From an optimization exercise on the open Yosys and OpenROAD flow, aimed at small area, a short achievable clock period and few clock cycles; shortcuts taken in it are not production practice. In this exercise RTL edits were held to simulation tests only and were not proved equivalent to the original. Power figures rest on the tool's default switching activity, not on a simulated workload.

run 1:
Design ap_top, start of the top module:
module ap_top
(
  input  logic                     clock,
  input  logic                     rst,
  input  logic                     req_write,
  input  logic [1:0]               req_col,
  input  logic [4-1:0]  req_row,
  input  logic [8-1:0] req_data,
  input  logic                     req_valid,
  output logic                     req_ready,
  output logic [9-1:0]  rsp_data,
  output logic                     rsp_valid,
  input  logic [2:0]               op,
  input  logic                     op_valid,
  output logic                     op_ready,
  output logic                     op_done
);
  localparam int ROWS = 16;
  localparam int W    = 8;
  localparam int CW   = 9;
  logic [W-1:0]  mem_a [ROWS];
  logic [W-1:0]  mem_b [ROWS];
  logic [CW-1:0] mem_c [ROWS];
  logic [ROWS-1:0] lazy;           
  logic [3:0] tt_q;
  logic       add_q;
  logic in_op;
  logic idle;
  logic                    wq_v;
  logic                    wq_mat;
  logic [1:0]              wq_col;
  logic [4-1:0] wq_row;
  logic [W-1:0]            wq_data;
  logic [CW-1:0] rsp_q;
  logic accept, wr, rd, op_acc;
  logic wq_a, wq_b, wq_c;
  logic hit, mat_hit;
  logic [W-1:0]  a_r;
  logic [W-1:0]  b_r;
  logic [CW-1:0] c_r;
  logic          lz_r;
  logic          use_alu;
  logic [CW-1:0] alu;
  logic [CW-1:0] other;
  logic [CW-1:0] rsp_d;
  logic [CW-1:0] wd_c;
  logic [3:0]    tt_d;
  assign req_ready = idle;
  assign op_ready  = idle && !req_valid;
  assign op_done   = in_op;
  assign rsp_data  = rsp_q;
  assign accept = req_valid && idle;
  assign wr     = accept && req_write && !rst;
  assign rd     = accept && !req_write;
  assign op_acc = op_valid && idle && !req_valid && !rst;
  logic [3:0]    lo_sel;
  logic [3:0]    hi_sel;
  logic [W-1:0]  ga [4];
  logic [W-1:0]  gb [4];
  logic [CW-1:0] gc [4];
  ...
Size: about 1700 cells after synthesis, roughly 450 flip-flops, ~35 I/O pins, roughly 18000 sq um of cells after synthesis.
Settings: LEC_CHECK=0, ABC_AREA=1, CAP_MARGIN=20, CORE_MARGIN=2, CORE_UTILIZATION=40, SETUP_SLACK_MARGIN=2.65, SLEW_MARGIN=60; clock period 5.0 ns.
standard.sh (not shown) runs the stock make flow with config.mk's settings and CLKGATE_MAP_FILE= SYNTH_SCRIPT=/design/flow/synth_recipe.tcl, a recipe that flattens the netlist after the stock synthesis.
==> flow/flow/run.sh <==
#!/bin/bash
# The standard layout (standard.sh) with these settings changed:
# - ports are buffered with buf_2 rather than the delay-cell buffer that
#   buffer_ports picks by default (every port still gets its buffer);
# - gate sizing may change a cell's footprint (the platform holds it to the
#   same footprint by default), so timing repair can upsize weak drivers;
# - clock tree synthesis adds no dummy loads and clusters up to 24 sinks
#   within 80 um under each leaf buffer (ORFS's defaults otherwise).
# All of make's output goes to standard.log; ORFS's own logs stay in orfs/logs.
set -o pipefail
bash standard.sh MATCH_CELL_FOOTPRINT=0 \
  "BUFFER_PORTS_ARGS=-buffer_cell sky130_fd_sc_hd__buf_2" \
  "CTS_ARGS=-sink_clustering_enable -repair_clock_nets -dont_use_dummy_load -sink_clustering_size 24 -sink_clustering_max_diameter 80" \
  finish > standard.log 2>&1
Testbench counts of run 1, summed over its fixed seeds: cycles 2,696.
--- input diff run 1..run 2 ---
Settings: CORE_UTILIZATION now 45, was 40; SETUP_SLACK_MARGIN now 2.6, was 2.65.
### Flow results
- Of run 1 and run 2, run 1 shows the higher number of clock-tree buffers in the layout, with run 2 below it.
- The higher first-pass GRT wire length came out of run 2.
- From run 1 to run 2 the numbers moved as follows: via count of the first global-routing pass +0.40%, largest vdd supply drop -about 12%, routing usage on met2 +6.9 points, total internal power -0.074 mW, number of buffers other than clock buffers in the final layout +15.
- | power | lower: run 2 |
### run 2 -> run 3
Settings: a change of SLEW_MARGIN from 60 to 40; a change of CORE_UTILIZATION from 45 to 40.
--- a/flow/flow/run.sh
+++ b/flow/flow/run.sh
@@ -3 +3 @@
-# - ports are buffered with buf_2 rather than the delay-cell buffer that
+# - ports are buffered with buf_4 rather than the delay-cell buffer that
@@ -12 +12 @@
-  "BUFFER_PORTS_ARGS=-buffer_cell sky130_fd_sc_hd__buf_2" \
+  "BUFFER_PORTS_ARGS=-buffer_cell sky130_fd_sc_hd__buf_4" \
[summary]
Taking run 2 as the reference, in run 3 fmax shows an increase of about 3%; post-route fraction of the period consumed by the critical path shows a reduction of 1.5 points; core utilization decreased by 6.0 points relative to the old numbers; cell area went down. Summary — total track usage, run 3 relative to run 2: lower, by 4.0 points. Across both runs, shortest clock period the worst path allows after layout was lower for run 3 than for run 2.
Here is what was changed in the inputs of run 4 compared with run 3.
Settings: changing SLEW_MARGIN from 40 to 60; changing CORE_UTILIZATION from 40 to 50.
==> comparison <==
Measured against each other, run 3 and run 4 differ in power dissipated by switching net loads, the higher figure coming from run 3. Sort run 3 and run 4 by max-slew headroom at the worst pin, ascending, and run 3 comes first. In the tables for run 3 and run 4, worst setup slack reads higher with run 4. On internal power summed over all cells, run 3 loses to run 4. Compared with run 3, run 4 shows a higher non-clock buffer count. Run 4 against run 3: routing usage on met2 grew by 11 points, latest clock arrival within the worst-skew pair shrank by 0.04 ns. When the final numbers for run 3 and run 4 were put side by side, the count of cell instances traversed by the critical path turned out to be greater in run 3.

re-timing with driven ports:
In the flow no input, the clock included, has a driving cell. The finished layouts below were timed again as built, in two steps. Step 1 sets driving cells, clkbuf_16 on the clock port and buf_2 on the other inputs (assumed; they add their load-dependent delay and slew). Step 2 times the ports against the registers' clock, not the clock port: input delays grow and output delays shrink by t, the midpoint of the rising clock arrivals with the driver on. a / b / c = ideal ports / drivers / drivers and shift; a / b = the first two.
| run | t, ns | setup slack, ns | worst hold slack (ns) | worst setup path at the end | clock arrival spread, ns |
|---|---|---|---|---|---|
| run 1 | 0.613 | 2.522 / 2.426 / 1.813 | 0.458 / 0.458 / 0.458 | input to register | 0.069 / 0.069 |
| run 2 | 0.610 | 2.449 / 2.320 / 1.710 | 0.465 / 0.465 / 0.465 | input to register | 0.030 / 0.030 |
| run 3 | 0.606 | 2.522 / 2.351 / 1.745 | 0.454 / 0.454 / 0.454 | input to register | 0.095 / 0.094 |
| run 4 | 0.595 | 2.545 / 2.414 / 1.819 | 0.452 / 0.452 / 0.452 | input to register | 0.027 / 0.027 |
After both steps setup and hold are still met in every run listed. The setup slack of run 3, which loses most, moves by -0.171 ns with the drivers and by -0.777 ns with both steps.
